Optimization exercise on an open flow, not production practice.
RTL: at most simulated, not proved equivalent.
Function not checked: runs 4 to 6.
Power: default activity.

### flow/design.v
package ospfb_pkg;
  localparam int SAMPLE_W = 16;
  localparam int COEFF_W  = 8;
  localparam int ACC_W    = 21;
  localparam int OUT_W    = 18;
  typedef logic signed [SAMPLE_W-1:0] sample_t;
  typedef logic signed [COEFF_W-1:0]  coeff_t;
  typedef logic signed [ACC_W-1:0]    acc_t;
  typedef logic signed [OUT_W-1:0]    out_t;
  localparam int OUT_MAX = (1 << (OUT_W - 1)) - 1;
  localparam int OUT_MIN = -(1 << (OUT_W - 1));
  localparam int DIG_W = 5;
endpackage
`timescale 1ns/1ns
import ospfb_pkg::*;
module ospfb_ctrl #(
  parameter int FFT_LEN = 32,
  parameter int DEC_FAC = 24,
  parameter int PTAPS   = 4,
  localparam int BR_W   = $clog2(FFT_LEN)
) (
  input  logic                     clk,
  input  logic                     rst_n,
  input  logic                     in_valid,
  output logic                     in_ready,
  output logic [FFT_LEN-1:0]       wsel,
  output logic                     commit,
  output logic                     beat_valid,
  output logic                     beat_last,
  output logic [PTAPS*DIG_W-1:0]   beat_dig,
  output logic                     frame_start
);
  localparam int NCOEF = FFT_LEN * PTAPS;
  logic [DIG_W-1:0] dig_tab [NCOEF];
  for (genvar k = 0; k < NCOEF; k++) begin : g_coef
    localparam int H  = ((3 * k) % 11) - 5;
    localparam int B  = (H >= 3) ? 1 : ((H <= -3) ? -1 : 0);
    localparam int A  = H - 4 * B;
    assign dig_tab[k] = {A != 0, (A == 2) || (A == -2), A < 0, B != 0, B < 0};
  end
  logic [4:0]  koff;
  logic [4:0]  rres;     
  logic [4:0]  rres_m1;  
  logic        rd_act;
  logic        end_q;    
  logic        ok;
  logic        chk_q;    
  logic        fresh;
  logic [1:0]  g2;       
  logic [2:0]  gs;       
  logic [4:0]  prd_p1;   
  logic [2:0]  frs;      
  logic signed [6:0] dw;  
  logic signed [6:0] da;  
  logic [FFT_LEN-1:0] pv;
  logic [4:0]  wres;
  logic [4:0]  ares;
  logic [4:0]  ares_p1;
  logic        inv;
  logic        accept;
  logic        end_sw;
  logic        start_rd;
  logic [4:0]  koff_n;
  logic [4:0]  rres_n;
  logic        rd_n;
  logic [1:0]  g2_n;
  logic [2:0]  gs_n;
  logic [2:0]  frs_n;
  logic signed [6:0] dw_n;
  logic [4:0]  age_nx;
  logic        wr_next;    
  logic        pv_nx;      
  logic        commit_n;
  logic [7:0]  x0, x1;
  logic        chk_n;
  logic        free_0, free_1;
  logic        rdy_0, rdy_1;
  logic [4:0]  p_n;
  logic [4:0]  wpos;
  logic [PTAPS*DIG_W-1:0] dig_n, dig_c, dig_s;
  assign accept   = in_valid && in_ready;
  assign end_sw   = end_q;
  assign start_rd = end_sw && ok && chk_q;
  assign koff_n = fresh ? 5'd8  : koff + 5'd1;
  assign rres_n = fresh ? 5'd15 : rres_m1;
  assign rd_n   = end_sw ? start_rd : rd_act;
  assign g2_n   = g2 + 2'(start_rd);
  assign gs_n   = (start_rd && gs != 3'd5) ? gs + 3'd1 : gs;
  assign frs_n  = start_rd ? gs : frs;
  assign wr_next  = inv && (wres == rres_m1);
  assign pv_nx    = pv[rres_m1] || wr_next;
  assign dw_n     = dw + 7'(inv) - (start_rd ? 7'sd24 : 7'sd0);
  assign age_nx   = 5'(wres + 5'(inv) - 5'd1 - rres_m1);
  assign commit_n = !fresh && pv_nx && (dw_n <= $signed({2'b00, age_nx}));
  assign x0 = 8'(dw) + 8'(inv) + 8'(5'({2'(3 * g2), 3'b000} + koff + 5'd1));
  assign x1 = 8'(dw) + 8'(inv) - 8'd24 + 8'({2'(3 * (g2 + 2'd1)), 3'b000});
  assign chk_n = start_rd ? !x1[7] : !x0[7];
  assign free_0 = !pv[ares]    || (commit && rres == ares)    || (commit_n && rres_n == ares);
  assign free_1 = !pv[ares_p1] || (commit && rres == ares_p1) || (commit_n && rres_n == ares_p1);
  assign rdy_0 = free_0 && (start_rd ? (da < 7'sd48) : (da < 7'sd24));
  assign rdy_1 = free_1 && (start_rd ? (da < 7'sd47) : (da < 7'sd23));
  assign wpos = 5'(rres_n - 5'd1 - ares);
  function automatic logic [PTAPS*DIG_W-1:0] beat_digits(input logic [4:0] p, input logic [2:0] f);
    logic [7:0] thr;
    case (f)
      3'd0:    thr = 8'd24;
      3'd1:    thr = 8'd48;
      3'd2:    thr = 8'd72;
      3'd3:    thr = 8'd96;
      3'd4:    thr = 8'd120;
      default: thr = 8'd255;
    endcase
    for (int t = 0; t < PTAPS; t++) begin
      if ((8'(32 * t) + 8'(p)) >= thr)
        beat_digits[t*DIG_W +: DIG_W] = '0;
      else
        beat_digits[t*DIG_W +: DIG_W] = dig_tab[t*FFT_LEN + int'(p)];
    end
  endfunction
  assign dig_c = beat_digits(prd_p1, frs);
  assign dig_s = beat_digits({2'(3 * g2), 3'b000}, gs);
  assign dig_n = start_rd ? dig_s : dig_c;
  assign p_n   = start_rd ? {2'(3 * g2), 3'b000} : prd_p1;
  always_ff @(posedge clk or negedge rst_n) begin
    if (!rst_n) begin
      koff        <= '0;
      rres        <= 5'd23;
      rres_m1     <= 5'd22;
      rd_act      <= 1'b0;
      end_q       <= 1'b0;
      ok          <= 1'b0;
      chk_q       <= 1'b0;
      fresh       <= 1'b1;
      g2          <= '0;
      gs          <= '0;
      prd_p1      <= 5'd1;
      frs         <= '0;
      dw          <= -7'sd24;
      da          <= -7'sd24;
      pv          <= '0;
      wres        <= '0;
      ares        <= '0;
      ares_p1     <= 5'd1;
      inv         <= 1'b0;
      in_ready    <= 1'b0;
      beat_valid  <= 1'b0;
      beat_last   <= 1'b0;
      frame_start <= 1'b0;
    end else begin
      koff     <= koff_n;
      rres     <= rres_n;
      rres_m1  <= rres_n - 5'd1;
      rd_act   <= rd_n;
      end_q    <= (koff_n == 5'd31);
      ok       <= fresh ? 1'b0 : (end_sw ? 1'b1 : (ok && chk_q));
      chk_q    <= chk_n;
      if (accept) fresh <= 1'b0;
      g2       <= g2_n;
      gs       <= gs_n;
      prd_p1   <= p_n + 5'd1;
      frs      <= frs_n;
      dw       <= dw_n;
      da       <= da + 7'(accept) - (start_rd ? 7'sd24 : 7'sd0);
      if (commit) pv[rres] <= 1'b0;
      if (inv)    pv[wres] <= 1'b1;
      wres     <= wres + 5'(inv);
      if (accept) begin
        ares    <= ares_p1;
        ares_p1 <= ares_p1 + 5'd1;
      end
      inv      <= accept;
      in_ready <= accept ? rdy_1 : rdy_0;
      beat_valid  <= rd_n;
      beat_last   <= rd_n && (koff_n == 5'd31);
      frame_start <= rd_n && (koff_n == 5'd0);
    end
  end
  always_ff @(posedge clk) begin
    wsel   <= accept ? (FFT_LEN'(1) << wpos) : '0;
    commit <= commit_n;
  end
  always_ff @(posedge clk) begin
    beat_dig <= dig_n;
  end
endmodule
`timescale 1ns/1ns
import ospfb_pkg::*;
module pfb_delay_line #(
  parameter int FFT_LEN = 32,
  parameter int PTAPS   = 4
) (
  input  logic                      clk,
  input  logic [FFT_LEN-1:0]        wsel,      
  input  logic [SAMPLE_W-1:0]       wdata,
  input  logic                      commit,    
  output logic [PTAPS*SAMPLE_W-1:0] taps_data  
);
  localparam int CW = PTAPS * SAMPLE_W;
  localparam int SW = SAMPLE_W;
  logic [FFT_LEN*CW-1:0] tap;
  logic [FFT_LEN*SW-1:0] pend;
  always_ff @(posedge clk) begin
    for (int k = 0; k < FFT_LEN; k++) begin
      pend[k*SW +: SW] <= wsel[k] ? (wdata ^ {SW{k[0]}}) : ~pend[((k+1)%FFT_LEN)*SW +: SW];
    end
    for (int k = 0; k < FFT_LEN - 1; k++) begin
      tap[k*CW +: CW]  <= tap[(k+1)*CW +: CW];
    end
    tap[(FFT_LEN-1)*CW +: CW]  <= commit ? {tap[CW-SW-1:0], pend[SW-1:0]} : tap[CW-1:0];
  end
  assign taps_data = tap[CW-1:0];
endmodule
`timescale 1ns/1ns
import ospfb_pkg::*;
module pfb_mac #(
  parameter int PTAPS = 4
) (
  input  logic                      clk,
  input  logic                      rst_n,
  input  logic                      beat_valid,
  input  logic                      beat_last,
  input  logic [PTAPS*DIG_W-1:0]    beat_dig,
  input  logic [PTAPS*SAMPLE_W-1:0] taps_data,
  output logic                      acc_valid,
  output ospfb_pkg::acc_t           acc,
  output logic                      acc_last
);
  localparam int W = ACC_W;
  localparam int NV = 2 * PTAPS + 1;
  logic [W-1:0] v [NV];
  logic [2:0]   nb;
  always_comb begin
    nb = '0;
    for (int t = 0; t < PTAPS; t++) begin
      logic [SAMPLE_W-1:0] x;
      logic a_nz, a_two, a_neg, b_nz, b_neg;
      logic [W-1:0] ta, tb;
      x = taps_data[t*SAMPLE_W +: SAMPLE_W];
      {a_nz, a_two, a_neg, b_nz, b_neg} = beat_dig[t*DIG_W +: DIG_W];
      if (a_two)      ta = W'($signed({x, 1'b0}));
      else if (a_nz)  ta = W'($signed(x));
      else            ta = '0;
      ta = ta ^ {W{a_neg}};
      tb = b_nz ? W'($signed({x, 2'b00})) : '0;
      tb = tb ^ {{(W-2){b_neg}}, 2'b00};
      tb[0] = a_neg;
      v[2*t]   = ta;
      v[2*t+1] = tb;
      nb = nb + 3'(b_neg);
    end
    v[NV-1] = W'({nb, 2'b00});
  end
  function automatic logic [2*W-1:0] csa(input logic [W-1:0] a, input logic [W-1:0] b, input logic [W-1:0] c);
    logic [W-1:0] s, cy;
    s  = a ^ b ^ c;
    cy = ((a & b) | (a & c) | (b & c)) << 1;
    csa = {cy, s};
  endfunction
  logic [W-1:0] s1, c1, s2, c2, s3, c3, s4, c4, s5, c5, s6, c6, s7, c7;
  logic [W-1:0] sum;
  always_comb begin
    {c1, s1} = csa(v[0], v[1], v[2]);
    {c2, s2} = csa(v[3], v[4], v[5]);
    {c3, s3} = csa(v[6], v[7], v[8]);
    {c4, s4} = csa(s1, c1, s2);
    {c5, s5} = csa(c2, s3, c3);
    {c6, s6} = csa(s4, c4, s5);
  end
  logic [W-1:0] s_q, c_q, e_q;
  logic         v_q, l_q;
  always_comb begin
    {c7, s7} = csa(s_q, c_q, e_q);
    sum = s7 + c7;
  end
  always_ff @(posedge clk or negedge rst_n) begin
    if (!rst_n) begin
      v_q       <= 1'b0;
      l_q       <= 1'b0;
      acc_valid <= 1'b0;
      acc_last  <= 1'b0;
    end else begin
      v_q       <= beat_valid;
      l_q       <= beat_valid && beat_last;
      acc_valid <= v_q;
      acc_last  <= l_q;
    end
  end
  always_ff @(posedge clk) begin
    s_q <= s6;
    c_q <= c6;
    e_q <= c5;
    acc <= sum;
  end
endmodule
`timescale 1ns/1ns
import ospfb_pkg::*;
module pfb_out_stage (
  input  logic clk,
  input  logic rst_n,
  input  logic acc_valid,
  input  ospfb_pkg::acc_t acc,
  input  logic acc_last,
  output logic out_valid,
  output ospfb_pkg::out_t out_data,
  output logic out_last,
  output logic out_sat
);
  logic clip;
  assign clip = (acc[ACC_W-1:OUT_W-1] != '0) && (acc[ACC_W-1:OUT_W-1] != '1);
  always_ff @(posedge clk or negedge rst_n) begin
    if (!rst_n) begin
      out_valid <= 1'b0;
      out_last  <= 1'b0;
      out_sat   <= 1'b0;
    end else begin
      out_valid <= acc_valid;
      out_last  <= acc_valid && acc_last;
      out_sat   <= acc_valid && clip;
    end
  end
  always_ff @(posedge clk) begin
    if (clip) out_data <= acc[ACC_W-1] ? OUT_W'(OUT_MIN) : OUT_W'(OUT_MAX);
    else      out_data <= acc[OUT_W-1:0];
  end
endmodule
`timescale 1ns/1ns
import ospfb_pkg::*;
module ospfb_top #(
  parameter int FFT_LEN = 32,
  parameter int DEC_FAC = 24,
  parameter int PTAPS   = 4,
  localparam int BR_W   = $clog2(FFT_LEN)
) (
  input  logic    clk,
  input  logic    rst_n,
  input  logic    in_valid,
  input  ospfb_pkg::sample_t in_data,
  output logic    in_ready,
  output logic    out_valid,
  output ospfb_pkg::out_t    out_data,
  output logic    out_last,
  output logic    out_sat,
  output logic    frame_start
);
  logic [SAMPLE_W-1:0]       in_q;
  logic [FFT_LEN-1:0]        wsel;
  logic                      commit;
  logic                      beat_valid;
  logic                      beat_last;
  logic [PTAPS*DIG_W-1:0]    beat_dig;
  logic [PTAPS*SAMPLE_W-1:0] taps_data;
  logic                      acc_valid;
  ospfb_pkg::acc_t           acc;
  logic                      acc_last;
  always_ff @(posedge clk) begin
    in_q <= in_data;
  end
  ospfb_ctrl #(
    .FFT_LEN(FFT_LEN),
    .DEC_FAC(DEC_FAC),
    .PTAPS  (PTAPS)
  ) i_ctrl (
    .clk        (clk),
    .rst_n      (rst_n),
    .in_valid   (in_valid),
    .in_ready   (in_ready),
    .wsel       (wsel),
    .commit     (commit),
    .beat_valid (beat_valid),
    .beat_last  (beat_last),
    .beat_dig   (beat_dig),
    .frame_start(frame_start)
  );
  pfb_delay_line #(
    .FFT_LEN(FFT_LEN),
    .PTAPS  (PTAPS)
  ) i_delay_line (
    .clk      (clk),
    .wsel     (wsel),
    .wdata    (in_q),
    .commit   (commit),
    .taps_data(taps_data)
  );
  pfb_mac #(
    .PTAPS(PTAPS)
  ) i_mac (
    .clk       (clk),
    .rst_n     (rst_n),
    .beat_valid(beat_valid),
    .beat_last (beat_last),
    .beat_dig  (beat_dig),
    .taps_data (taps_data),
    .acc_valid (acc_valid),
    .acc       (acc),
    .acc_last  (acc_last)
  );
  pfb_out_stage i_out_stage (
    .clk      (clk),
    .rst_n    (rst_n),
    .acc_valid(acc_valid),
    .acc      (acc),
    .acc_last (acc_last),
    .out_valid(out_valid),
    .out_data (out_data),
    .out_last (out_last),
    .out_sat  (out_sat)
  );
endmodule
### flow/flow/run.sh
#!/bin/bash
# Layout flow: the standard flow (standard.sh, unchanged synthesis) with
# two repair settings changed: timing repair aims below the clock period
# (a larger setup margin), and ports are buffered with buf_4 cells.
# make's full output goes to run_make.log in the work folder.
set -euo pipefail
cd "$(dirname "$0")/.."
MARGIN=${MARGIN:-5.9}
bash standard.sh \
  "SETUP_SLACK_MARGIN=${MARGIN}" \
  "BUFFER_PORTS_ARGS=-buffer_cell sky130_fd_sc_hd__buf_4" \
  finish > run_make.log 2>&1
test -f out/final.def
### flow/standard.sh
#!/bin/bash
# synth_recipe.tcl (not shown) runs the flow's synth.tcl, then flattens the netlist and writes it again
# the make line also repeats each setting of config.mk as NAME=value (left out here)
make -C /OpenROAD-flow-scripts/flow DESIGN_CONFIG=/design/flow/config.mk WORK_HOME=/design/flow/orfs CLKGATE_MAP_FILE= SYNTH_SCRIPT=/design/flow/synth_recipe.tcl "${@:-finish}"
### flow/config.mk
export PLATFORM = sky130hd
export DESIGN_NAME = ospfb_top
export DESIGN_NICKNAME = ospfb_top
export VERILOG_FILES = /design/flow/design.v
export SDC_FILE = /design/flow/constraint.sdc
export NUM_CORES = 4
export LEC_CHECK = 0
export ABC_CLOCK_PERIOD_IN_PS = 3000
export CAP_MARGIN = 20
export CORE_MARGIN = 2
export CORE_UTILIZATION = 40
export CTS_CLUSTER_DIAMETER = 150
export CTS_CLUSTER_SIZE = 28
export SLEW_MARGIN = 20
### flow/constraint.sdc
create_clock -name core_clock -period 9.0 [get_ports {clk}]
set_input_delay 1.8000 -clock core_clock [delete_from_list [all_inputs] [get_ports {clk}]]
set_output_delay 1.8000 -clock core_clock [all_outputs]
set_load 0.01 [all_outputs]
==> results of run 1 <==
[synth_stat cells, types with 10 or more instances]
cell type | n | area, um^2
a21o_1 | 35 | 262.8
a21oi_1 | 65 | 325.3
a22o_1 | 13 | 113.9
a31oi_1 | 11 | 68.82
buf_1 | 22 | 82.58
clkbuf_1 | 193 | 724.4
dfrtp_1 | 89 | 2227
dfstp_2 | 16 | 420.4
dfxtp_1 | 2725 | 54550
fa_1 | 110 | 2202
ha_1 | 117 | 1464
inv_1 | 181 | 679.4
mux2_2 | 69 | 777.0
mux2i_1 | 513 | 5135
mux4_2 | 26 | 585.6
nand2_1 | 277 | 1040
nand2b_1 | 12 | 75.07
nand3_1 | 28 | 140.1
nand4_1 | 13 | 81.33
nor2_1 | 94 | 352.8
nor2b_1 | 10 | 62.56
nor3_1 | 19 | 95.09
o21ai_0 | 167 | 835.8
o21bai_1 | 11 | 82.58
o22ai_1 | 13 | 81.33
xnor2_1 | 133 | 1165
xor2_1 | 97 | 849.6
[flip-flops by register name (all words and copies together), names as in the netlist, 7 cells and up]
name                  count
i_mac.acc                21
i_ctrl.dw                 7
i_ctrl.beat_dig          20
i_delay_line.tap       2048
i_ctrl.pv                32
i_mac.e_q                17
i_mac.c_q                20
i_ctrl.wsel              32
i_mac.s_q                20
in_q                     16
i_ctrl.da                 7
i_out_stage.out_data     18
i_delay_line.pend       512
[logic make-up after synthesis]
group / count (synthesis) / synth area share (%)
XOR/XNOR: 230 / 2.675
multiplexers: 608 / 8.627
flip-flops: 2830 / 75.95
AND/OR/NAND/NOR: 507 / 2.952
AO/OA/AOI/OAI: 365 / 2.894
buffers and inverters: 405 / 2.035
adder cells (fa/ha/maj): 227 / 4.868
[path summary, 6_finish.rpt]
kind                                  startpoint                    end
max in group asynchronous                  rst_n        i_ctrl.in_ready
min in group asynchronous                  rst_n          i_ctrl.pv[28]
min                        i_delay_line.tap[990]  i_delay_line.tap[926]
max                              i_ctrl.in_ready               in_ready
max reg2reg                           i_ctrl.inv        i_ctrl.in_ready
min reg2reg                i_delay_line.tap[990]  i_delay_line.tap[926]
[power groups by stage]
stage	Sequential, uW	Clock [uW]	Combinational (uW)
6_report	14500	5800	1910
3_3_place_gp	14800	0	1820
2_1_floorplan	14500	0	1610
3_5_place_dp	14800	0	1870
4_1_cts	14500	6050	1900
5_1_grt	14700	6470	2160
[area by class of cell]
type | count | area, um^2 | area share (%)
antenna | 2 | 5.005 | 0.006125
clock buffer | 125 | 2851 | 3.490
clock inverter | 7 | 158.9 | 0.1945
inverter | 184 | 698.2 | 0.8544
multi-input combinational | 1937 | 16680 | 20.42
sequential | 2830 | 57290 | 70.11
tap | 2495 | 3122 | 3.820
timing repair buffer | 108 | 907.1 | 1.110
[layer usage]
metal / vias to the layer above / global-route usage, % / routed length [um]
met2: 461 / 19.75 / 53520
met5: - / 0 / 0
li1: 16620 / - / -
met1: 16310 / 18.41 / 61920
met4: 0 / 3.198 / 2538
met3: 158 / 1.874 / 4146
[stage by stage]
stage / power, uW / hold slack, ns
after global routing: 23300 / 0.2990
final: 22230 / 0.2939
after detailed placement: 16690 / 0.3121
after global placement: 16620 / 0.3097
after floorplan: 16060 / 0.3096
after CTS: 22490 / 0.2862
[what timing repair did]
item,CTS,global route
gates resized for setup,54,31
setup endpoints to repair,69,58
pin swaps,0,18
gates cloned,0,0
buffers inserted,4,24
hold endpoints to repair,0,0
==> flow_metrics.env, run 1 <==
export IMPL_run_status="timing/DRC/antenna clean"
export IMPL_drt_initial_drc_count=1855
export IMPL_finClkSkew_ns=0.05950
export IMPL_crit_path_max_fanout=2
export IMPL_worstPathArrival_ns=1.36
export IMPL_fin_nets=5418
export IMPL_power_leakage_uw=0.03253
export IMPL_clock_power_share_pct=26.1
export IMPL_syn_inst=5172
export IMPL_drc=0
export IMPL_grt_start_max_net_pins=59
export IMPL_cts_buffers=111
export IMPL_p_per_area_nw_per_um2=272.1
export IMPL_hpwl_um=77270
export IMPL_clk_latency_ns=0.78
export IMPL_grt_pass1_vias=33190
export IMPL_grt_pass1_wl_um=192300
export IMPL_power_frac_comb_pct=8.6
export IMPL_required_ns=7.20
export IMPL_crit_chain="buf_6"
export IMPL_drv_cap=0
export IMPL_rsz0062_at_grt="true"
export IMPL_io_buffers=41
export IMPL_critPathBufInv=1
export IMPL_placeableCoreArea_um2=187400
export IMPL_clkTransAtPathRegs_ns=0.11
export IMPL_drive_above_1_share_pct=8.033
export IMPL_die_h_um=437.9
export IMPL_layout_common_cells="2687 x dfxtp_1, 513 x mux2i_1, 276 x nand2_1"
export IMPL_ant_nets=0
export IMPL_max_freq_mhz=316.9
export IMPL_synth_fp_nets=5418
export IMPL_async_flop_share_pct=3.710
export IMPL_dieArea_um2=191800
export IMPL_slowest_stage="dfrtp_2"
export IMPL_fin_area_um2=81720
export IMPL_pre_cts_ws_ns=5.328
export IMPL_wl_um=122100
export IMPL_reg2regPathDepth=13
export IMPL_vias=33550
export IMPL_start_kind="flop"
export IMPL_p_int_uw=17140
export IMPL_critPathCaptureType="output pin"
export IMPL_path_class="flop to output pin"
export IMPL_worst_path_stages=1
export IMPL_slew_viol_final=0
export IMPL_fin_cells=7688
export IMPL_timing_final_crit_share_pct=35.07
export IMPL_switching_share_pct=22.90
export IMPL_period_needed_ns=3.156
export IMPL_initial_core_util_pct=40.19
export IMPL_synthFlopType="dfxtp_1"
export IMPL_cts_htree_levels=3
export IMPL_synth_edf_count=0
export IMPL_avgRoutedWirePerCell_um=15.88
export IMPL_layout_commonest_cell="dfxtp_1"
export IMPL_place_area_um2=78240
export IMPL_syn_area_per_cell_um2=14.56
export IMPL_placedCellCount=7526
export IMPL_cts_root_buf="clkbuf_16"
export IMPL_globalRoute_totalOverflow=0
export IMPL_ios=42
export IMPL_rows=159
export IMPL_yosysWarnings=7
export IMPL_synthToLayoutAreaGrowth_pct=8.501
export IMPL_hold_viol_final=0
export IMPL_power_frac_seq_pct=65.3
export IMPL_fp_dieW_um=437.9
export IMPL_timing_slew_headroom_pct=37.15
export IMPL_setup_slack_ns=5.844
export IMPL_tns_ns=0
export IMPL_antenna_found_initial=7
export IMPL_hp_class="flop to flop"
export IMPL_ctsHoldBuffers=0
export IMPL_tritoncts="yes"
export IMPL_fin_util_pct=43.60
export IMPL_cts_sinks=2830
export IMPL_peakVddDrop_uv=207.5
export IMPL_fill_cells=16780
export IMPL_switchingPower_uw=5091
export IMPL_worstMarginPinSlew_ns=0.9414
export IMPL_avgViaCountPerCell=4.363
export IMPL_synth_cell_types=65
export IMPL_crit_family="flip-flops"
export IMPL_whs_path_depth=0
export IMPL_ys_ff_latch=2830
export IMPL_r2r_slack_ns=6.02
export IMPL_worst_path_largest_cell_delay_ns=0.46
export IMPL_setup_violations=0
export IMPL_grt_usage_pct=12.66
export IMPL_ys_seq_area_share_pct=75.95
export IMPL_netlist_area_um2=75310
export IMPL_dr_pass1_iters=5
export IMPL_clock_path_buffers=3
export IMPL_gp_congestion=0.8148
Testbench counts, summed over its fixed seeds: cycles 12,768, items 12,288.
==> run 2, diff against run 1 <==
--- a/flow/design.v
+++ b/flow/design.v
@@ -53,6 +53,7 @@
   logic signed [6:0] dw;  
   logic signed [6:0] da;  
   logic [FFT_LEN-1:0] pv;
+  logic [FFT_LEN-1:0] ptag;
   logic [4:0]  wres;
   logic [4:0]  ares;
   logic [4:0]  ares_p1;
@@ -66,10 +67,10 @@
   logic [1:0]  g2_n;
   logic [2:0]  gs_n;
   logic [2:0]  frs_n;
-  logic signed [6:0] dw_n;
-  logic [4:0]  age_nx;
+  logic        tag_w;
   logic        wr_next;    
   logic        pv_nx;      
+  logic        pt_nx;
   logic        commit_n;
   logic [7:0]  x0, x1;
   logic        chk_n;
@@ -87,11 +88,11 @@
   assign g2_n   = g2 + 2'(start_rd);
   assign gs_n   = (start_rd && gs != 3'd5) ? gs + 3'd1 : gs;
   assign frs_n  = start_rd ? gs : frs;
+  assign tag_w = g2[0] ^ ~dw[6];
   assign wr_next  = inv && (wres == rres_m1);
   assign pv_nx    = pv[rres_m1] || wr_next;
-  assign dw_n     = dw + 7'(inv) - (start_rd ? 7'sd24 : 7'sd0);
-  assign age_nx   = 5'(wres + 5'(inv) - 5'd1 - rres_m1);
-  assign commit_n = !fresh && pv_nx && (dw_n <= $signed({2'b00, age_nx}));
+  assign pt_nx    = wr_next ? tag_w : ptag[rres_m1];
+  assign commit_n = !fresh && pv_nx && (pt_nx == g2_n[0]);
   assign x0 = 8'(dw) + 8'(inv) + 8'(5'({2'(3 * g2), 3'b000} + koff + 5'd1));
   assign x1 = 8'(dw) + 8'(inv) - 8'd24 + 8'({2'(3 * (g2 + 2'd1)), 3'b000});
   assign chk_n = start_rd ? !x1[7] : !x0[7];
@@ -159,7 +160,7 @@
       gs       <= gs_n;
       prd_p1   <= p_n + 5'd1;
       frs      <= frs_n;
-      dw       <= dw_n;
+      dw       <= dw + 7'(inv) - (start_rd ? 7'sd24 : 7'sd0);
       da       <= da + 7'(accept) - (start_rd ? 7'sd24 : 7'sd0);
       if (commit) pv[rres] <= 1'b0;
       if (inv)    pv[wres] <= 1'b1;
@@ -180,6 +181,7 @@
     commit <= commit_n;
   end
   always_ff @(posedge clk) begin
+    if (inv) ptag[wres] <= tag_w;
     beat_dig <= dig_n;
   end
 endmodule
==> flow_metrics.env, run 2 <==
export IMPL_run_status="timing/DRC/antenna clean"
export IMPL_drive_above_1_share_pct=8.197
export IMPL_hpwl_um=75580
export IMPL_synth_cell_types=62
export IMPL_ctsHoldBuffers=0
export IMPL_synth_largest_area_cell="dfxtp_1"
export IMPL_placeableCoreArea_um2=190200
export IMPL_cts_htree_levels=3
export IMPL_synth_edf_count=32
export IMPL_fp_dieW_um=441.6
export IMPL_ys_ff_latch=2862
export IMPL_peakVddDrop_uv=158.1
export IMPL_worstMarginPinSlew_ns=1.115
export IMPL_reg2regPathDepth=10
export IMPL_drc=0
export IMPL_cts_root_buf="clkbuf_16"
export IMPL_period_needed_ns=3.205
export IMPL_reg_largest_list="i_delay_line.tap (2048), i_delay_line.pend (512)"
export IMPL_worst_hold_path_endpoint="i_delay_line.tap[517]"
export IMPL_layout_common_cells="2690 x dfxtp_1, 504 x mux2i_1, 284 x nand2_1"
export IMPL_fin_nets=5465
export IMPL_avgRoutedWirePerCell_um=15.48
export IMPL_drt_initial_drc_count=2038
export IMPL_required_ns=7.20
export IMPL_worstPathArrival_ns=1.40
export IMPL_largest_reg_flops=2048
export IMPL_whs_path_depth=0
export IMPL_regMostFlops="i_delay_line.tap"
export IMPL_syn_inst=5244
export IMPL_crit_chain="buf_6"
export IMPL_clk_latency_ns=0.79
export IMPL_r2r_start="i_ctrl.beat_dig[15]"
export IMPL_drv_cap=0
export IMPL_die_h_um=441.6
export IMPL_rows=160
export IMPL_hold_viol_final=0
export IMPL_path_class="flop to output pin"
export IMPL_finClkSkew_ns=0.05372
export IMPL_timing_final_crit_share_pct=35.61
export IMPL_synthToLayoutAreaGrowth_pct=8.294
export IMPL_clock_path_buffers=3
export IMPL_worst_path_largest_cell_delay_ns=0.48
export IMPL_async_flop_share_pct=3.669
export IMPL_globalRoute_totalOverflow=0
export IMPL_slowest_stage="dfrtp_2"
export IMPL_power_leakage_uw=0.03258
export IMPL_syn_area_per_cell_um2=14.61
export IMPL_crit_family="flip-flops"
export IMPL_worstHoldStart="i_delay_line.tap[581]"
export IMPL_crit_path_max_fanout=2
export IMPL_grt_pass1_vias=33400
export IMPL_max_freq_mhz=312.0
export IMPL_place_area_um2=79460
export IMPL_hold_worst_slack_ns=0.3019
export IMPL_netlist_area_um2=76590
export IMPL_initial_core_util_pct=40.27
export IMPL_io_buffers=41
export IMPL_r2r_slack_ns=6.01
export IMPL_critPathBufInv=1
export IMPL_start_kind="flop"
export IMPL_hp_class="flop to flop"
export IMPL_rsz0062_at_grt="true"
export IMPL_synth_top_area_share_pct=71.22
export IMPL_tritoncts="yes"
export IMPL_wl_um=120200
export IMPL_cts_buffers=112
export IMPL_synth_area_leaders="dfxtp_1 71%, mux2i_1 6.6%, dfrtp_1 2.9%"
export IMPL_critPathCaptureType="output pin"
export IMPL_antenna_found_initial=5
export IMPL_reg2reg_to="i_mac.s_q[3]"
export IMPL_placedCellCount=7605
export IMPL_ant_nets=0
export IMPL_yosysMostFrequentCell="dfxtp_1"
export IMPL_p_per_area_nw_per_um2=271.6
export IMPL_pre_cts_ws_ns=5.358
export IMPL_grt_start_max_net_pins=57
export IMPL_ios=42
export IMPL_timing_slew_headroom_pct=25.58
export IMPL_setup_violations=0
export IMPL_ys_seq_area_share_pct=75.93
export IMPL_gp_congestion=0.8192
export IMPL_synth_fp_nets=5481
export IMPL_grt_pass1_wl_um=192000
export IMPL_cts_sinks=2862
export IMPL_yosysWarnings=7
export IMPL_synth_common_cells="2725 x dfxtp_1, 504 x mux2i_1, 285 x nand2_1"
export IMPL_tns_ns=0
export IMPL_fin_area_um2=82950
export IMPL_vias=33880
export IMPL_setup_slack_ns=5.795
export IMPL_synthFlopType="dfxtp_1"
export IMPL_layout_commonest_cell="dfxtp_1"
export IMPL_avgViaCountPerCell=4.366
export IMPL_fin_cells=7760
export IMPL_dr_pass1_iters=5
export IMPL_clkTransAtPathRegs_ns=0.12
export IMPL_slew_viol_final=0
export IMPL_dieArea_um2=195000
export IMPL_grt_usage_pct=12.42
## run 2: what timing repair did
item / 4_1_cts / 5_1_grt
resized for setup: 52 / 43
setup buffers: 8 / 12
cloned: 0 / 0
pin swaps: 2 / 7
setup endpoints to repair: 85 / 94
## run 2: routing by layer
layer	global-route usage (%)	wire length [um]	part of all wire (%)	up-vias
li1	-	-	-	16890
met1	17.90	61010	51	16450
met2	19.51	52810	44	377
met3	1.799	3521	2.9	162
met4	3.368	2819	2.3	0
met5	0	0	0	-
## run 2: worst max-delay path by stage
stage	cells past startpoint	start	end	slack, ns
2_1_floorplan	11	in_valid	i_ctrl.da[6]	5.85
3_3_place_gp	9	i_ctrl.beat_dig[10]	i_mac.s_q[3]	5.36
3_5_place_dp	9	i_ctrl.beat_dig[10]	i_mac.s_q[3]	5.36
4_1_cts	1	i_ctrl.in_ready	in_ready	5.68
5_1_grt	1	i_ctrl.in_ready	in_ready	5.72
6_report	1	i_ctrl.in_ready	in_ready	5.80
## run 2: power by group
part | leakage (uW) | total, uW | switching, uW | internal, uW
Combinational | 0.00734 | 2040 | 1060 | 977
Sequential | 0.0238 | 14600 | 608 | 14000
Clock | 0.00148 | 5870 | 3550 | 2320
## run 2: metrics by stage
stage | util (%) | total power, uW
after floorplan | - | 16250
after global placement | 41.78 | 16860
after detailed placement | 41.78 | 16930
after CTS | 43.48 | 22810
after global routing | 43.61 | 23630
final | 43.61 | 22530
## run 2: area by class of cell
cell class | instances | area [um^2]
Antenna cell | 3 | 7.507
Inverter | 146 | 549.3
Fill cell | 17050 | 107200
Multi-Input combinational cell | 2014 | 17180
Clock buffer | 125 | 2894
Timing Repair Buffer | 92 | 792.0
Sequential cell | 2862 | 58240
Tap cell | 2511 | 3142
Clock inverter | 7 | 143.9
## run 2: cell families (layout without fill, tap and decap cells)
family / count (synthesis) / after routing / share of synthesized area (%)
AOI/OAI and AO/OA: 402 / 402 / 3.055
xor gates and xnor gates: 227 / 227 / 2.596
adders and majority gates: 218 / 218 / 4.630
buffers and inverters: 368 / 370 / 1.813
DFF: 2862 / 2862 / 75.93
muxes: 627 / 627 / 9.003
other: 0 / 3 / 0
and+or+nand+nor: 540 / 540 / 2.970
Testbench counts of run 2, summed over its fixed seeds: cycles 12,768, items 12,288.
==> run 3, diff against run 2 <==
--- a/flow/config.mk
+++ b/flow/config.mk
@@ -10,5 +10,5 @@
 export CORE_MARGIN = 2
 export CORE_UTILIZATION = 40
 export CTS_CLUSTER_DIAMETER = 150
-export CTS_CLUSTER_SIZE = 28
+export CTS_CLUSTER_SIZE = 24
 export SLEW_MARGIN = 20
==> flow_metrics.env, run 3 <==
export IMPL_synth_largest_area_cell="dfxtp_1"
export IMPL_syn_inst=5244
export IMPL_grt_pass1_vias=33840
export IMPL_synth_top_area_share_pct=71.22
export IMPL_crit_chain="buf_6"
export IMPL_drive_above_1_share_pct=8.757
export IMPL_fp_dieW_um=441.6
export IMPL_crit_path_max_fanout=2
export IMPL_dr_pass1_iters=6
export IMPL_antenna_found_initial=6
export IMPL_synth_common_cells="2725 x dfxtp_1, 504 x mux2i_1, 285 x nand2_1"
export IMPL_max_freq_mhz=311.4
export IMPL_path_class="flop to output pin"
export IMPL_rsz0062_at_grt="true"
export IMPL_dieArea_um2=195000
export IMPL_run_status="timing/DRC/antenna clean"
export IMPL_finClkSkew_ns=0.04875
export IMPL_reg_largest_list="i_delay_line.tap (2048), i_delay_line.pend (512)"
export IMPL_cts_sinks=2862
export IMPL_cts_root_buf="clkbuf_16"
export IMPL_required_ns=7.20
export IMPL_layout_commonest_cell="dfxtp_1"
export IMPL_power_leakage_uw=0.03295
export IMPL_slew_viol_final=0
export IMPL_drv_cap=0
export IMPL_ys_seq_area_share_pct=75.93
export IMPL_largest_reg_flops=2048
export IMPL_synth_fp_nets=5481
export IMPL_synthToLayoutAreaGrowth_pct=9.339
export IMPL_worstPathArrival_ns=1.41
export IMPL_syn_area_per_cell_um2=14.61
export IMPL_clock_path_buffers=3
export IMPL_tritoncts="yes"
export IMPL_worst_path_largest_cell_delay_ns=0.47
export IMPL_place_area_um2=79460
export IMPL_synth_cell_types=62
export IMPL_synth_edf_count=32
export IMPL_ant_nets=0
export IMPL_grt_pass1_wl_um=193600
export IMPL_regMostFlops="i_delay_line.tap"
export IMPL_die_h_um=441.6
export IMPL_placeableCoreArea_um2=190200
export IMPL_setup_slack_ns=5.789
export IMPL_yosysWarnings=7
export IMPL_drc=0
export IMPL_tns_ns=0
export IMPL_critPathBufInv=1
export IMPL_period_needed_ns=3.211
export IMPL_critPathCaptureType="output pin"
export IMPL_avgViaCountPerCell=4.376
export IMPL_fin_area_um2=83750
export IMPL_fin_nets=5488
export IMPL_vias=34100
export IMPL_yosysMostFrequentCell="dfxtp_1"
export IMPL_crit_family="flip-flops"
export IMPL_p_per_area_nw_per_um2=277.6
export IMPL_grt_usage_pct=12.55
export IMPL_cts_htree_levels=4
export IMPL_hp_class="flop to flop"
export IMPL_timing_final_crit_share_pct=35.68
export IMPL_clkTransAtPathRegs_ns=0.11
export IMPL_synth_area_leaders="dfxtp_1 71%, mux2i_1 6.6%, dfrtp_1 2.9%"
export IMPL_start_kind="flop"
export IMPL_synthFlopType="dfxtp_1"
export IMPL_peakVddDrop_uv=181.3
export IMPL_grt_start_max_net_pins=57
export IMPL_hold_worst_slack_ns=0.3039
export IMPL_rows=160
export IMPL_netlist_area_um2=76590
export IMPL_async_flop_share_pct=3.669
export IMPL_layout_common_cells="2689 x dfxtp_1, 504 x mux2i_1, 284 x nand2_1"
export IMPL_globalRoute_totalOverflow=0
export IMPL_hpwl_um=75580
export IMPL_avgRoutedWirePerCell_um=15.53
export IMPL_pre_cts_ws_ns=5.358
export IMPL_ctsHoldBuffers=0
export IMPL_clk_latency_ns=0.80
export IMPL_worstMarginPinSlew_ns=1.142
export IMPL_slowest_stage="dfrtp_2"
export IMPL_cts_buffers=137
export IMPL_io_buffers=41
export IMPL_hold_viol_final=0
export IMPL_ios=42
export IMPL_ys_ff_latch=2862
export IMPL_wl_um=121000
export IMPL_gp_congestion=0.8192
export IMPL_drt_initial_drc_count=1931
export IMPL_timing_slew_headroom_pct=23.74
export IMPL_setup_violations=0
export IMPL_initial_core_util_pct=40.27
-- run 3: cell counts after synthesis --
Identical to the previous run, type by type.
-- run 3: timing repair --
action,in CTS,in global routing
setup endpoints to repair,78,98
cloned,0,0
gates resized for setup,42,56
pin swaps,2,13
setup buffers,9,9
-- run 3: area by class of cell --
type,instances,area [um^2]
well taps,2511,3142
fillers,17010,106400
inverters,146,549.3
flip-flops and latches,2862,58230
multi-input cells,2014,17190
clock inverters,15,316.6
clock buffers,149,3516
repair buffers,90,788.3
diodes,4,10.01
-- run 3: logic make-up after synthesis --
logic type / Yosys count / synth area share, %
muxes: 627 / 9.003
buffers and inverters: 368 / 1.813
adders and majority gates: 218 / 4.630
DFF: 2862 / 75.93
and+or+nand+nor: 540 / 2.970
AOI/OAI and AO/OA: 402 / 3.055
xor gates and xnor gates: 227 / 2.596
-- run 3: final timing paths --
path                            slack (ns)                    end             startpoint  cells after the start
worst min-delay path                  0.30  i_delay_line.tap[175]  i_delay_line.tap[239]                      0
worst min register to register        0.30  i_delay_line.tap[175]  i_delay_line.tap[239]                      0
worst max register to register        6.01           i_mac.s_q[3]    i_ctrl.beat_dig[10]                      9
min in group asynchronous             1.03           i_ctrl.pv[2]                  rst_n                      1
worst max-delay path                  5.79               in_ready        i_ctrl.in_ready                      1
max in group asynchronous             6.72           i_ctrl.g2[0]                  rst_n                      2
-- run 3: per-layer routing --
metal | GRT usage (%) | part of all wire (%)
met1 | 17.97 | 50
met2 | 19.61 | 44
met3 | 2.241 | 3.5
met4 | 3.237 | 2.0
met5 | 0 | 0
-- run 3: metrics by stage --
stage                     cells  total power (uW)  utilization (%)
after floorplan            5244             16250                -
after global placement     7605             16860            41.78
after detailed placement   7605             16930            41.78
after CTS                  7778             23540            43.89
after global routing       7788             24390            44.03
final                      7791             23250            44.03
-- run 3: power breakdown --
group | leakage [uW] | internal [uW] | switching [uW] | total [uW]
clock | 0.00185 | 2850 | 3750 | 6600
combinational | 0.00734 | 976 | 1060 | 2040
sequential | 0.0238 | 14000 | 607 | 14600
==> run 4, diff against run 3 <==
--- a/flow/design.v
+++ b/flow/design.v
@@ -42,13 +42,12 @@
   logic [4:0]  rres;     
   logic [4:0]  rres_m1;  
   logic        rd_act;
-  logic        end_q;    
   logic        ok;
   logic        chk_q;    
   logic        fresh;
   logic [1:0]  g2;       
   logic [2:0]  gs;       
-  logic [4:0]  prd_p1;   
+  logic [1:0]  fr2;      
   logic [2:0]  frs;      
   logic signed [6:0] dw;  
   logic signed [6:0] da;  
@@ -66,6 +65,7 @@
   logic        rd_n;
   logic [1:0]  g2_n;
   logic [2:0]  gs_n;
+  logic [1:0]  fr2_n;
   logic [2:0]  frs_n;
   logic        tag_w;
   logic        wr_next;    
@@ -78,15 +78,16 @@
   logic        rdy_0, rdy_1;
   logic [4:0]  p_n;
   logic [4:0]  wpos;
-  logic [PTAPS*DIG_W-1:0] dig_n, dig_c, dig_s;
+  logic [PTAPS*DIG_W-1:0] dig_n;
   assign accept   = in_valid && in_ready;
-  assign end_sw   = end_q;
+  assign end_sw   = (koff == 5'd31);
   assign start_rd = end_sw && ok && chk_q;
   assign koff_n = fresh ? 5'd8  : koff + 5'd1;
   assign rres_n = fresh ? 5'd15 : rres_m1;
   assign rd_n   = end_sw ? start_rd : rd_act;
   assign g2_n   = g2 + 2'(start_rd);
   assign gs_n   = (start_rd && gs != 3'd5) ? gs + 3'd1 : gs;
+  assign fr2_n  = start_rd ? g2 : fr2;
   assign frs_n  = start_rd ? gs : frs;
   assign tag_w = g2[0] ^ ~dw[6];
   assign wr_next  = inv && (wres == rres_m1);
@@ -101,40 +102,27 @@
   assign rdy_0 = free_0 && (start_rd ? (da < 7'sd48) : (da < 7'sd24));
   assign rdy_1 = free_1 && (start_rd ? (da < 7'sd47) : (da < 7'sd23));
   assign wpos = 5'(rres_n - 5'd1 - ares);
-  function automatic logic [PTAPS*DIG_W-1:0] beat_digits(input logic [4:0] p, input logic [2:0] f);
-    logic [7:0] thr;
-    case (f)
-      3'd0:    thr = 8'd24;
-      3'd1:    thr = 8'd48;
-      3'd2:    thr = 8'd72;
-      3'd3:    thr = 8'd96;
-      3'd4:    thr = 8'd120;
-      default: thr = 8'd255;
-    endcase
+  assign p_n = {2'(3 * fr2_n), 3'b000} + koff + 5'd1;
+  always_comb begin
     for (int t = 0; t < PTAPS; t++) begin
-      if ((8'(32 * t) + 8'(p)) >= thr)
-        beat_digits[t*DIG_W +: DIG_W] = '0;
+      if ((32 * t + int'(p_n)) >= 24 * (int'(frs_n) + 1))
+        dig_n[t*DIG_W +: DIG_W] = '0;
       else
-        beat_digits[t*DIG_W +: DIG_W] = dig_tab[t*FFT_LEN + int'(p)];
+        dig_n[t*DIG_W +: DIG_W] = dig_tab[t*FFT_LEN + int'(p_n)];
     end
-  endfunction
-  assign dig_c = beat_digits(prd_p1, frs);
-  assign dig_s = beat_digits({2'(3 * g2), 3'b000}, gs);
-  assign dig_n = start_rd ? dig_s : dig_c;
-  assign p_n   = start_rd ? {2'(3 * g2), 3'b000} : prd_p1;
+  end
   always_ff @(posedge clk or negedge rst_n) begin
     if (!rst_n) begin
       koff        <= '0;
       rres        <= 5'd23;
       rres_m1     <= 5'd22;
       rd_act      <= 1'b0;
-      end_q       <= 1'b0;
       ok          <= 1'b0;
       chk_q       <= 1'b0;
       fresh       <= 1'b1;
       g2          <= '0;
       gs          <= '0;
-      prd_p1      <= 5'd1;
+      fr2         <= '0;
       frs         <= '0;
       dw          <= -7'sd24;
       da          <= -7'sd24;
@@ -143,7 +131,9 @@
       ares        <= '0;
       ares_p1     <= 5'd1;
       inv         <= 1'b0;
-      in_ready    <= 1'b0;
+      in_ready    <= 1'b1;
+      wsel        <= '0;
+      commit      <= 1'b0;
       beat_valid  <= 1'b0;
       beat_last   <= 1'b0;
       frame_start <= 1'b0;
@@ -152,13 +142,12 @@
       rres     <= rres_n;
       rres_m1  <= rres_n - 5'd1;
       rd_act   <= rd_n;
-      end_q    <= (koff_n == 5'd31);
       ok       <= fresh ? 1'b0 : (end_sw ? 1'b1 : (ok && chk_q));
       chk_q    <= chk_n;
       if (accept) fresh <= 1'b0;
       g2       <= g2_n;
       gs       <= gs_n;
-      prd_p1   <= p_n + 5'd1;
+      fr2      <= fr2_n;
       frs      <= frs_n;
       dw       <= dw + 7'(inv) - (start_rd ? 7'sd24 : 7'sd0);
       da       <= da + 7'(accept) - (start_rd ? 7'sd24 : 7'sd0);
@@ -171,16 +160,14 @@
       end
       inv      <= accept;
       in_ready <= accept ? rdy_1 : rdy_0;
+      wsel     <= accept ? (FFT_LEN'(1) << wpos) : '0;
+      commit   <= commit_n;
       beat_valid  <= rd_n;
       beat_last   <= rd_n && (koff_n == 5'd31);
       frame_start <= rd_n && (koff_n == 5'd0);
     end
   end
   always_ff @(posedge clk) begin
-    wsel   <= accept ? (FFT_LEN'(1) << wpos) : '0;
-    commit <= commit_n;
-  end
-  always_ff @(posedge clk) begin
     if (inv) ptag[wres] <= tag_w;
     beat_dig <= dig_n;
   end
@@ -202,13 +189,12 @@
   logic [FFT_LEN*CW-1:0] tap;
   logic [FFT_LEN*SW-1:0] pend;
   always_ff @(posedge clk) begin
-    for (int k = 0; k < FFT_LEN; k++) begin
-      pend[k*SW +: SW] <= wsel[k] ? (wdata ^ {SW{k[0]}}) : ~pend[((k+1)%FFT_LEN)*SW +: SW];
-    end
     for (int k = 0; k < FFT_LEN - 1; k++) begin
       tap[k*CW +: CW]  <= tap[(k+1)*CW +: CW];
+      pend[k*SW +: SW] <= wsel[k] ? wdata : pend[(k+1)*SW +: SW];
     end
     tap[(FFT_LEN-1)*CW +: CW]  <= commit ? {tap[CW-SW-1:0], pend[SW-1:0]} : tap[CW-1:0];
+    pend[(FFT_LEN-1)*SW +: SW] <= wsel[FFT_LEN-1] ? wdata : pend[SW-1:0];
   end
   assign taps_data = tap[CW-1:0];
 endmodule
@@ -267,13 +253,11 @@
     {c4, s4} = csa(s1, c1, s2);
     {c5, s5} = csa(c2, s3, c3);
     {c6, s6} = csa(s4, c4, s5);
+    {c7, s7} = csa(s6, c6, c5);
   end
-  logic [W-1:0] s_q, c_q, e_q;
+  logic [W-1:0] s_q, c_q;
   logic         v_q, l_q;
-  always_comb begin
-    {c7, s7} = csa(s_q, c_q, e_q);
-    sum = s7 + c7;
-  end
+  assign sum = s_q + c_q;
   always_ff @(posedge clk or negedge rst_n) begin
     if (!rst_n) begin
       v_q       <= 1'b0;
@@ -288,9 +272,8 @@
     end
   end
   always_ff @(posedge clk) begin
-    s_q <= s6;
-    c_q <= c6;
-    e_q <= c5;
+    s_q <= s7;
+    c_q <= c7;
     acc <= sum;
   end
 endmodule
==> flow/run.sh (new file) <==
#!/bin/bash
# synth_recipe.tcl (not shown) runs the flow's synth.tcl, then flattens the netlist and writes it again
# the make line also repeats each setting of config.mk as NAME=value (left out here)
make -C /OpenROAD-flow-scripts/flow DESIGN_CONFIG=/design/flow/config.mk WORK_HOME=/design/flow/orfs CLKGATE_MAP_FILE= SYNTH_SCRIPT=/design/flow/synth_recipe.tcl finish
==> flow/config.mk (replaced) <==
export PLATFORM = sky130hd
export DESIGN_NAME = ospfb_top
export DESIGN_NICKNAME = ospfb_top
export VERILOG_FILES = /design/flow/design.v
export SDC_FILE = /design/flow/constraint.sdc
export NUM_CORES = 4
export LEC_CHECK = 0
export CAP_MARGIN = 20
export CORE_MARGIN = 2
export CORE_UTILIZATION = 40
export SLEW_MARGIN = 20
removed: flow/flow/run.sh
removed: flow/standard.sh
==> flow_metrics.env, run 4 <==
export IMPL_power_frac_comb_pct=8.1
export IMPL_grt_usage_pct=12.69
export IMPL_critPathCaptureType="flop"
export IMPL_netlist_area_um2=76710
export IMPL_reg_largest_list="i_delay_line.tap (2048), i_delay_line.pend (512)"
export IMPL_grt_start_max_net_pins=86
export IMPL_clk_latency_ns=0.89
export IMPL_dieArea_um2=195300
export IMPL_rsz0062_at_grt="false"
export IMPL_drv_cap=0
export IMPL_peakVddDrop_uv=205.3
export IMPL_clkTransAtPathRegs_ns=0.06
export IMPL_cts_htree_levels=5
export IMPL_rows=160
export IMPL_synthToLayoutAreaGrowth_pct=15.86
export IMPL_ys_ff_latch=2841
export IMPL_reg2regPathDepth=17
export IMPL_synth_top_area_share_pct=69.81
export IMPL_placeableCoreArea_um2=190400
export IMPL_io_buffers=41
export IMPL_start_kind="flop"
export IMPL_p_total_uw=28240
export IMPL_run_status="timing/DRC/antenna clean"
export IMPL_cts_root_buf="clkbuf_16"
export IMPL_tritoncts="yes"
export IMPL_layout_commonest_cell="dfxtp_1"
export IMPL_die_h_um=441.9
export IMPL_layout_common_cells="2673 x dfxtp_1, 594 x mux2_2, 292 x clkbuf_16"
export IMPL_hold_viol_final=0
export IMPL_p_int_uw=22120
export IMPL_yosysWarnings=7
export IMPL_post_cts_resize_count=0
export IMPL_timing_slew_headroom_pct=26.49
export IMPL_period_needed_ns=4.876
export IMPL_synth_edf_count=32
export IMPL_clock_power_share_pct=40.6
export IMPL_synth_largest_area_cell="dfxtp_1"
export IMPL_hold_worst_slack_ns=0.2925
export IMPL_switchingPower_uw=6122
export IMPL_timing_final_crit_share_pct=54.17
export IMPL_globalRoute_totalOverflow=0
export IMPL_antenna_found_initial=8
export IMPL_max_freq_mhz=205.1
export IMPL_whs_path_depth=0
export IMPL_fill_cells=16420
export IMPL_required_ns=9.76
export IMPL_setup_violations=0
export IMPL_syn_area_per_cell_um2=15.01
export IMPL_ctsHoldBuffers=0
export IMPL_slew_viol_final=0
export IMPL_power_frac_seq_pct=51.3
export IMPL_ios=42
export IMPL_fp_dieW_um=441.9
export IMPL_cts_buffers=284
export IMPL_postCtsSetupRepairBufs=0
export IMPL_drc=0
export IMPL_yosysMostFrequentCell="dfxtp_1"
export IMPL_regArea_um2=57890
export IMPL_power_leakage_uw=0.03607
export IMPL_drt_initial_drc_count=1677
export IMPL_largest_reg_flops=2048
export IMPL_regMostFlops="i_delay_line.tap"
export IMPL_hp_class="flop to flop"
export IMPL_ys_seq_area_share_pct=75.46
export IMPL_dr_pass1_iters=5
export IMPL_p_per_area_nw_per_um2=317.7
export IMPL_vias=34560
export IMPL_fin_nets=5488
export IMPL_grt_pass1_vias=35500
export IMPL_ant_nets=0
export IMPL_syn_inst=5112
export IMPL_crit_path_max_fanout=19
export IMPL_worstMarginPinSlew_ns=1.101
export IMPL_clock_path_buffers=4
export IMPL_fin_util_pct=46.68
export IMPL_grt_pass1_wl_um=198500
export IMPL_drive_above_1_share_pct=20.65
export IMPL_synth_cell_types=78
export IMPL_tns_ns=0
export IMPL_async_flop_share_pct=4.717
export IMPL_cts_sinks=2841
export IMPL_synth_common_cells="2675 x dfxtp_1, 594 x mux2_2, 253 x nand2_1"
export IMPL_hpwl_um=71970
export IMPL_initial_core_util_pct=40.29
export IMPL_multi_input_area_um2=17460
export IMPL_gp_congestion=0.7887
export IMPL_worstPathArrival_ns=5.63
export IMPL_wl_um=122700
export IMPL_switching_share_pct=21.68
export IMPL_avgRoutedWirePerCell_um=15.39
export IMPL_synth_fp_nets=5344
export IMPL_synth_area_leaders="dfxtp_1 70%, mux2_2 8.7%, dfrtp_1 3.8%"
export IMPL_avgViaCountPerCell=4.335
export IMPL_path_class="flop to flop"
export IMPL_synthFlopType="dfxtp_1"
export IMPL_finClkSkew_ns=0.05843
run 4: cell types whose count changed after synthesis, sizes merged, moves of 29 or more:
cell	delta
mux2	+511
o21ai	-45
dfrtp	+29
mux2i	-491
nor2	-29
nand2	-32
dfxtp	-50
run 4: final timing paths:
check,slack (ns),from,end
setup reg to reg,4.12,i_ctrl.koff[0],i_ctrl.beat_dig[2]
setup / recovery,4.12,i_ctrl.koff[0],i_ctrl.beat_dig[2]
hold reg to reg,0.29,i_delay_line.tap[1988],i_delay_line.tap[1924]
hold / removal,0.29,i_delay_line.tap[1988],i_delay_line.tap[1924]
min in group asynchronous,0.98,rst_n,i_ctrl.pv[11]
max in group asynchronous,6.69,rst_n,i_ctrl.commit
run 4: cells by family (layout without fill, tap and decap cells):
group	Yosys count	count (layout)	synth area share (%)
buf+inv	350	695	1.778
compound gates	332	332	2.613
simple gates	492	492	2.802
other cells	0	4	0
fa+ha+maj	213	213	4.551
xor+xnor	238	238	2.737
flops	2841	2841	75.46
mux	646	646	10.06
run 4: cell type report:
type / count / area share (%)
Antenna cell: 4 / 0.01126
Clock buffer: 405 / 9.329
Clock inverter: 82 / 1.060
Inverter: 141 / 0.5955
Multi-Input combinational cell: 1921 / 19.65
Sequential cell: 2841 / 65.14
Tap cell: 2511 / 3.535
Timing Repair Buffer: 67 / 0.6828
run 4: power groups by stage:
stage               Combinational [uW]  Sequential [uW]  Clock (uW)
finish                            2300            14500       11500
global route                      2560            14600       12300
CTS                               2330            14500       11800
detailed placement                2300            14800           0
global placement                  2280            14700           0
floorplan                         1950            14400           0
run 4: metal layers:
layer / global-route usage, % / vias to the layer above / wire, um
met2: 19.35 / 557 / 53620
li1: - / 16990 / -
met1: 17.79 / 16750 / 61040
met4: 4.598 / 0 / 3232
met5: 0 / - / 0
met3: 2.655 / 257 / 4759
run 4: critical path: stages (launching register included):
cell and delay, ns:
dfrtp_1 0.52, ha_1 0.43, and3_1 0.22, ha_1 0.20, nand3_2 0.38, inv_2 0.29, mux2i_1 0.40, inv_1 0.11
ha_1 0.23, xnor2_1 0.37, ha_1 0.31, a21o_1 0.16, nand2_1 0.08, xnor2_1 0.08, a211oi_2 0.33, nand2_1 0.13
nor3_1 0.43, o31ai_1 0.13
run 4: through the flow:
stage               cell area, um^2  instances  setup WS (ns)
detailed placement            79630       7481          4.082
floorplan                     76710       5112          4.541
finish                        88880       7972          4.124
CTS                           88860       7968          4.115
global placement              79630       7481          4.274
global route                  88870       7969          3.667
==> run 5, diff against run 4 <==
--- a/flow/config.mk
+++ b/flow/config.mk
@@ -5,7 +5,9 @@
 export SDC_FILE = /design/flow/constraint.sdc
 export NUM_CORES = 4
 export LEC_CHECK = 0
+export ABC_CLOCK_PERIOD_IN_PS = 3000
 export CAP_MARGIN = 20
 export CORE_MARGIN = 2
 export CORE_UTILIZATION = 40
+export SETUP_SLACK_MARGIN = 5
 export SLEW_MARGIN = 20
==> flow_metrics.env, run 5 <==
export IMPL_timing_final_crit_share_pct=42.54
export IMPL_reg2regPathDepth=16
export IMPL_ios=42
export IMPL_clock_path_buffers=4
export IMPL_drc=0
export IMPL_synth_cell_types=78
export IMPL_rows=160
export IMPL_hp_class="flop to flop"
export IMPL_power_leakage_uw=0.03604
export IMPL_grt_pass1_wl_um=197100
export IMPL_synth_largest_area_cell="dfxtp_1"
export IMPL_synthFlopType="dfxtp_1"
export IMPL_grt_busiest_layer="met2"
export IMPL_critPathCaptureType="output pin"
export IMPL_hold_viol_final=0
export IMPL_crit_chain="clkdlybuf4s50_1"
export IMPL_gp_congestion=0.8048
export IMPL_hpwl_um=72320
export IMPL_drv_cap=0
export IMPL_synth_area_leaders="dfxtp_1 70%, mux2_2 8.7%, dfrtp_1 3.8%"
export IMPL_synth_fp_nets=5344
export IMPL_yosysWarnings=7
export IMPL_peakVddDrop_uv=175.6
export IMPL_slew_viol_final=0
export IMPL_tritoncts="yes"
export IMPL_setup_slack_ns=5.171
export IMPL_run_status="timing/DRC/antenna clean"
export IMPL_grtUsageMet2_pct=18.78
export IMPL_ant_nets=0
export IMPL_dr_pass1_iters=5
export IMPL_avgViaCountPerCell=4.344
export IMPL_clk_latency_ns=0.89
export IMPL_wl_um=122200
export IMPL_vias=34630
export IMPL_crit_path_max_fanout=3
export IMPL_worst_path_stages=1
export IMPL_cts_root_buf="clkbuf_16"
export IMPL_initial_core_util_pct=40.29
export IMPL_async_flop_share_pct=4.717
export IMPL_finClkSkew_ns=0.06590
export IMPL_grt_pass1_vias=35320
export IMPL_worst_path_largest_cell_delay_ns=0.65
export IMPL_start_kind="flop"
export IMPL_max_freq_mhz=261.2
export IMPL_setup_violations=0
export IMPL_crit_path_start="i_ctrl.in_ready"
export IMPL_globalRoute_totalOverflow=0
export IMPL_clkTransAtPathRegs_ns=0.06
export IMPL_syn_area_per_cell_um2=15.01
export IMPL_avgRoutedWirePerCell_um=15.32
export IMPL_ys_ff_latch=2841
export IMPL_fin_nets=5494
export IMPL_worstMarginPinSlew_ns=1.067
export IMPL_r2r_slack_ns=5.22
export IMPL_crit_end="in_ready"
export IMPL_layout_common_cells="2669 x dfxtp_1, 594 x mux2_2, 296 x clkbuf_16"
export IMPL_synth_common_cells="2675 x dfxtp_1, 594 x mux2_2, 253 x nand2_1"
export IMPL_io_buffers=41
export IMPL_dieArea_um2=195300
export IMPL_required_ns=7.20
export IMPL_largest_reg_flops=2048
export IMPL_worstPathArrival_ns=2.03
export IMPL_tns_ns=0
export IMPL_placeableCoreArea_um2=190400
export IMPL_grt_use_met1_pct=17.63
export IMPL_grt_usage_pct=12.59
export IMPL_cts_buffers=282
export IMPL_slowest_stage="clkdlybuf4s50_1"
export IMPL_grt_start_max_net_pins=73
export IMPL_die_h_um=441.9
export IMPL_path_class="flop to output pin"
export IMPL_yosysMostFrequentCell="dfxtp_1"
export IMPL_rsz0062_at_grt="false"
export IMPL_pre_cts_ws_ns=4.347
export IMPL_synthToLayoutAreaGrowth_pct=16.00
export IMPL_critPathBufInv=1
export IMPL_period_needed_ns=3.829
export IMPL_drive_above_1_share_pct=20.89
export IMPL_reg_largest_list="i_delay_line.tap (2048), i_delay_line.pend (512)"
export IMPL_timing_slew_headroom_pct=28.78
export IMPL_fp_dieW_um=441.9
export IMPL_drt_initial_drc_count=2033
export IMPL_ctsHoldBuffers=0
export IMPL_antenna_found_initial=8
export IMPL_p_per_area_nw_per_um2=316.2
export IMPL_crit_family="buffers and inverters"
export IMPL_cts_sinks=2841
export IMPL_ys_seq_area_share_pct=75.46
export IMPL_grtUsageMet3_pct=3.031
export IMPL_synth_edf_count=32
export IMPL_cts_htree_levels=5
export IMPL_r2r_start="i_ctrl.koff[0]"
export IMPL_reg2reg_to="i_ctrl.beat_dig[16]"
export IMPL_syn_inst=5112
export IMPL_synth_top_area_share_pct=69.81
export IMPL_netlist_area_um2=76710
export IMPL_layout_commonest_cell="dfxtp_1"
export IMPL_regMostFlops="i_delay_line.tap"
run 5: changes by cell type in the layout (fill, tap and decap cells not counted), moves of 4 or more:
cell        change
buf_4           +6
inv_6           -8
clkbuf_16       +4
clkinv_2        -5
dfxtp_1         -4
clkbuf_1        +6
dfxtp_2         +4
clkinvlp_4      +7
clkbuf_8       -10
run 5: logic make-up after synthesis:
| group | Yosys count | share of synthesized area (%) |
|---|---|---|
| compound gates | 332 | 2.613 |
| xor+xnor | 238 | 2.737 |
| fa+ha+maj | 213 | 4.551 |
| buf+inv | 350 | 1.778 |
| flops | 2841 | 75.46 |
| mux | 646 | 10.06 |
| simple gates | 492 | 2.802 |
run 5: layer usage:
layer	vias to the layer above	wire [um]
li1	17000	-
met2	662	52620
met3	299	5859
met1	16670	59990
met5	-	21
met4	4	3665
run 5: area by class of cell:
type	instances	area [um^2]
antenna	4	10.01
clock buffer	405	8277
clock inverter	75	840.8
fill	16380	101400
inverter	141	531.8
multi-input combinational	1922	17610
sequential	2841	57900
tap	2511	3142
timing repair buffer	74	666.9
run 5: timing repair:
action | CTS | global route
setup endpoints to repair | 22 | 27
pin swaps | 1 | 3
gates resized for setup | 11 | 8
gates cloned | 1 | 0
buffers inserted | 2 | 5
endpoints found under the hold margin | 0 | 0
run 5: worst min path at each step:
stage               slack (ns)                endpoint              startpoint  cells past startpoint
floorplan                 0.31     i_delay_line.tap[0]    i_delay_line.tap[64]                      0
global placement          0.31   i_delay_line.tap[175]   i_delay_line.tap[239]                      0
detailed placement        0.31  i_delay_line.tap[1195]  i_delay_line.tap[1259]                      0
CTS                       0.27  i_delay_line.tap[1159]  i_delay_line.tap[1223]                      0
global route              0.28  i_delay_line.tap[1159]  i_delay_line.tap[1223]                      0
finish                    0.28  i_delay_line.tap[1159]  i_delay_line.tap[1223]                      0
run 5: power by group:
part	total, uW	switching [uW]	internal, uW	leakage, uW
clock	11300	4520	6820	0.00447
combinational	2310	996	1310	0.00790
sequential	14500	586	13900	0.0237
total	28100	6100	22000	0.0360
run 5: per-stage QoR:
| step | std cells | cell area, um^2 | power [uW] | util [%] | hold WS, ns |
|---|---|---|---|---|---|
| after floorplan | 5112 | 76770 | 16390 | - | 0.3096 |
| after global placement | 7480 | 79660 | 17030 | 41.84 | 0.3095 |
| after detailed placement | 7480 | 79670 | 17070 | 41.85 | 0.3121 |
| after CTS | 7963 | 88890 | 28520 | 46.69 | 0.2714 |
| after global routing | 7970 | 88970 | 29370 | 46.73 | 0.2800 |
| final | 7973 | 88980 | 28140 | 46.74 | 0.2754 |
==> run 6, diff against run 5 <==
--- a/flow/config.mk
+++ b/flow/config.mk
@@ -9,5 +9,6 @@
 export CAP_MARGIN = 20
 export CORE_MARGIN = 2
 export CORE_UTILIZATION = 40
+export CTS_BUF_LIST = sky130_fd_sc_hd__clkbuf_8
 export SETUP_SLACK_MARGIN = 5
 export SLEW_MARGIN = 20
==> flow_metrics.env, run 6 <==
export IMPL_dr_pass1_iters=5
export IMPL_required_ns=7.20
export IMPL_clock_path_buffers=4
export IMPL_antenna_found_initial=5
export IMPL_synth_edf_count=32
export IMPL_hpwl_um=72320
export IMPL_path_class="flop to output pin"
export IMPL_synth_cell_types=78
export IMPL_dieArea_um2=195300
export IMPL_wl_um=122900
export IMPL_cts_root_buf="clkbuf_8"
export IMPL_fin_area_um2=88260
export IMPL_power_leakage_uw=0.03643
export IMPL_clock_power_share_pct=37.4
export IMPL_critPathBufInv=1
export IMPL_synthToLayoutAreaGrowth_pct=15.06
export IMPL_setup_violations=0
export IMPL_run_status="timing/DRC/antenna clean"
export IMPL_timing_final_crit_share_pct=41.93
export IMPL_ctsHoldBuffers=0
export IMPL_timing_slew_headroom_pct=28.66
export IMPL_regMostFlops="i_delay_line.tap"
export IMPL_worstMarginPinSlew_ns=1.069
export IMPL_avgRoutedWirePerCell_um=14.96
export IMPL_vias=35460
export IMPL_async_flop_share_pct=4.717
export IMPL_setup_slack_ns=5.226
export IMPL_p_total_uw=26840
export IMPL_ant_nets=0
export IMPL_synthFlopType="dfxtp_1"
export IMPL_tns_ns=0
export IMPL_multi_input_area_um2=17610
export IMPL_fin_cells=8216
export IMPL_synth_top_area_share_pct=69.81
export IMPL_gp_congestion=0.8048
export IMPL_tritoncts="yes"
export IMPL_grt_start_max_net_pins=73
export IMPL_reg_largest_list="i_delay_line.tap (2048), i_delay_line.pend (512)"
export IMPL_io_buffers=41
export IMPL_rows=160
export IMPL_place_area_um2=79670
export IMPL_rsz0062_at_grt="false"
export IMPL_yosysWarnings=7
export IMPL_fill_cells=16580
export IMPL_worst_path_largest_cell_delay_ns=0.56
export IMPL_switchingPower_uw=6086
export IMPL_clkTransAtPathRegs_ns=0.06
export IMPL_drt_initial_drc_count=1953
export IMPL_yosysMostFrequentCell="dfxtp_1"
export IMPL_clk_latency_ns=1.02
export IMPL_p_int_uw=20750
export IMPL_synth_largest_area_cell="dfxtp_1"
export IMPL_avgViaCountPerCell=4.316
export IMPL_finClkSkew_ns=0.1107
export IMPL_cts_buffers=422
export IMPL_ios=42
export IMPL_crit_path_max_fanout=1
export IMPL_switching_share_pct=22.68
export IMPL_die_h_um=441.9
export IMPL_globalRoute_totalOverflow=0
export IMPL_syn_area_per_cell_um2=15.01
export IMPL_largest_reg_flops=2048
export IMPL_synth_common_cells="2675 x dfxtp_1, 594 x mux2_2, 253 x nand2_1"
export IMPL_power_frac_comb_pct=8.6
export IMPL_drv_cap=0
export IMPL_max_freq_mhz=265.0
export IMPL_ys_seq_area_share_pct=75.46
export IMPL_hold_viol_final=0
export IMPL_peakVddDrop_uv=135.8
export IMPL_fp_dieW_um=441.9
export IMPL_p_per_area_nw_per_um2=304.1
[run 6: cell types whose count changed in the layout (fill, tap and decap cells not counted), sizes merged]
cell           change
buf                -1
bufinv             -5
clkbuf           +121
clkdlybuf4s50      -1
clkinv             +2
clkinvlp           -6
diode              -2
dlygate4sd2        +1
inv              +134
[run 6: path summary, 6_finish.rpt]
path,slack (ns),start,to,depth (start not counted)
setup / recovery,5.23,i_out_stage.out_valid,out_valid,1
hold / removal,0.24,i_delay_line.tap[1091],i_delay_line.tap[1027],0
setup reg to reg,5.23,i_ctrl.beat_dig[2],i_mac.s_q[17],9
hold reg to reg,0.24,i_delay_line.tap[1091],i_delay_line.tap[1027],0
max in group asynchronous,6.74,rst_n,i_ctrl.commit,2
min in group asynchronous,0.84,rst_n,i_ctrl.wsel[31],1
[run 6: worst register-to-register path, delay by kind of cell (launching register included)]
family | cells | cell delay (ns)
buf+inv | 4 | 0.31
xor+xnor | 1 | 0.29
flops | 1 | 0.92
fa+ha+maj | 4 | 2.13
[run 6: through the flow]
| stage | util [%] | hold slack [ns] |
|---|---|---|
| after global routing | 46.36 | 0.2334 |
| after CTS | 46.32 | 0.2267 |
| after global placement | 41.84 | 0.3095 |
| final | 46.36 | 0.2415 |
| after detailed placement | 41.85 | 0.3121 |
| after floorplan | - | 0.3096 |
[run 6: area by class of cell]
cell class,count,area share (%)
clock buffer,526,8.202
clock inverter,200,1.331
multi-input combinational,1922,19.96
timing repair buffer,73,0.7456
inverter,141,0.6025
sequential,2841,65.60
antenna,2,0.005670
tap,2511,3.559
[run 6: power groups by stage]
| stage | Sequential [uW] | Combinational [uW] | Clock, uW |
|---|---|---|---|
| 6_report | 14500 | 2310 | 10000 |
| 5_1_grt | 14600 | 2570 | 11000 |
| 4_1_cts | 14500 | 2340 | 10400 |
| 3_5_place_dp | 14800 | 2310 | 0 |
| 3_3_place_gp | 14700 | 2280 | 0 |
| 2_1_floorplan | 14400 | 1950 | 0 |
[run 6: cell families after synthesis]
family,count (synthesis),synth area share [%]
AND/OR/NAND/NOR,492,2.802
multiplexers,646,10.06
adder cells (fa/ha/maj),213,4.551
buffers and inverters,350,1.778
XOR/XNOR,238,2.737
flip-flops,2841,75.46
AO/OA/AOI/OAI,332,2.613
[run 6: per-layer routing]
| layer | vias to the layer above | part of all wire, % | GRT usage [%] |
|---|---|---|---|
| li1 | 17340 | - | - |
| met1 | 17140 | 49 | 17.41 |
| met2 | 692 | 44 | 19.10 |
| met3 | 295 | 4.7 | 3.342 |
| met4 | 0 | 2.7 | 5.182 |
| met5 | - | 0 | 0 |
[run 6: timing repair]
action,CTS,global route
buffers inserted,3,3
pin swaps,1,1
cloned,1,0
endpoints found under the setup margin,24,26
resized for setup,13,7
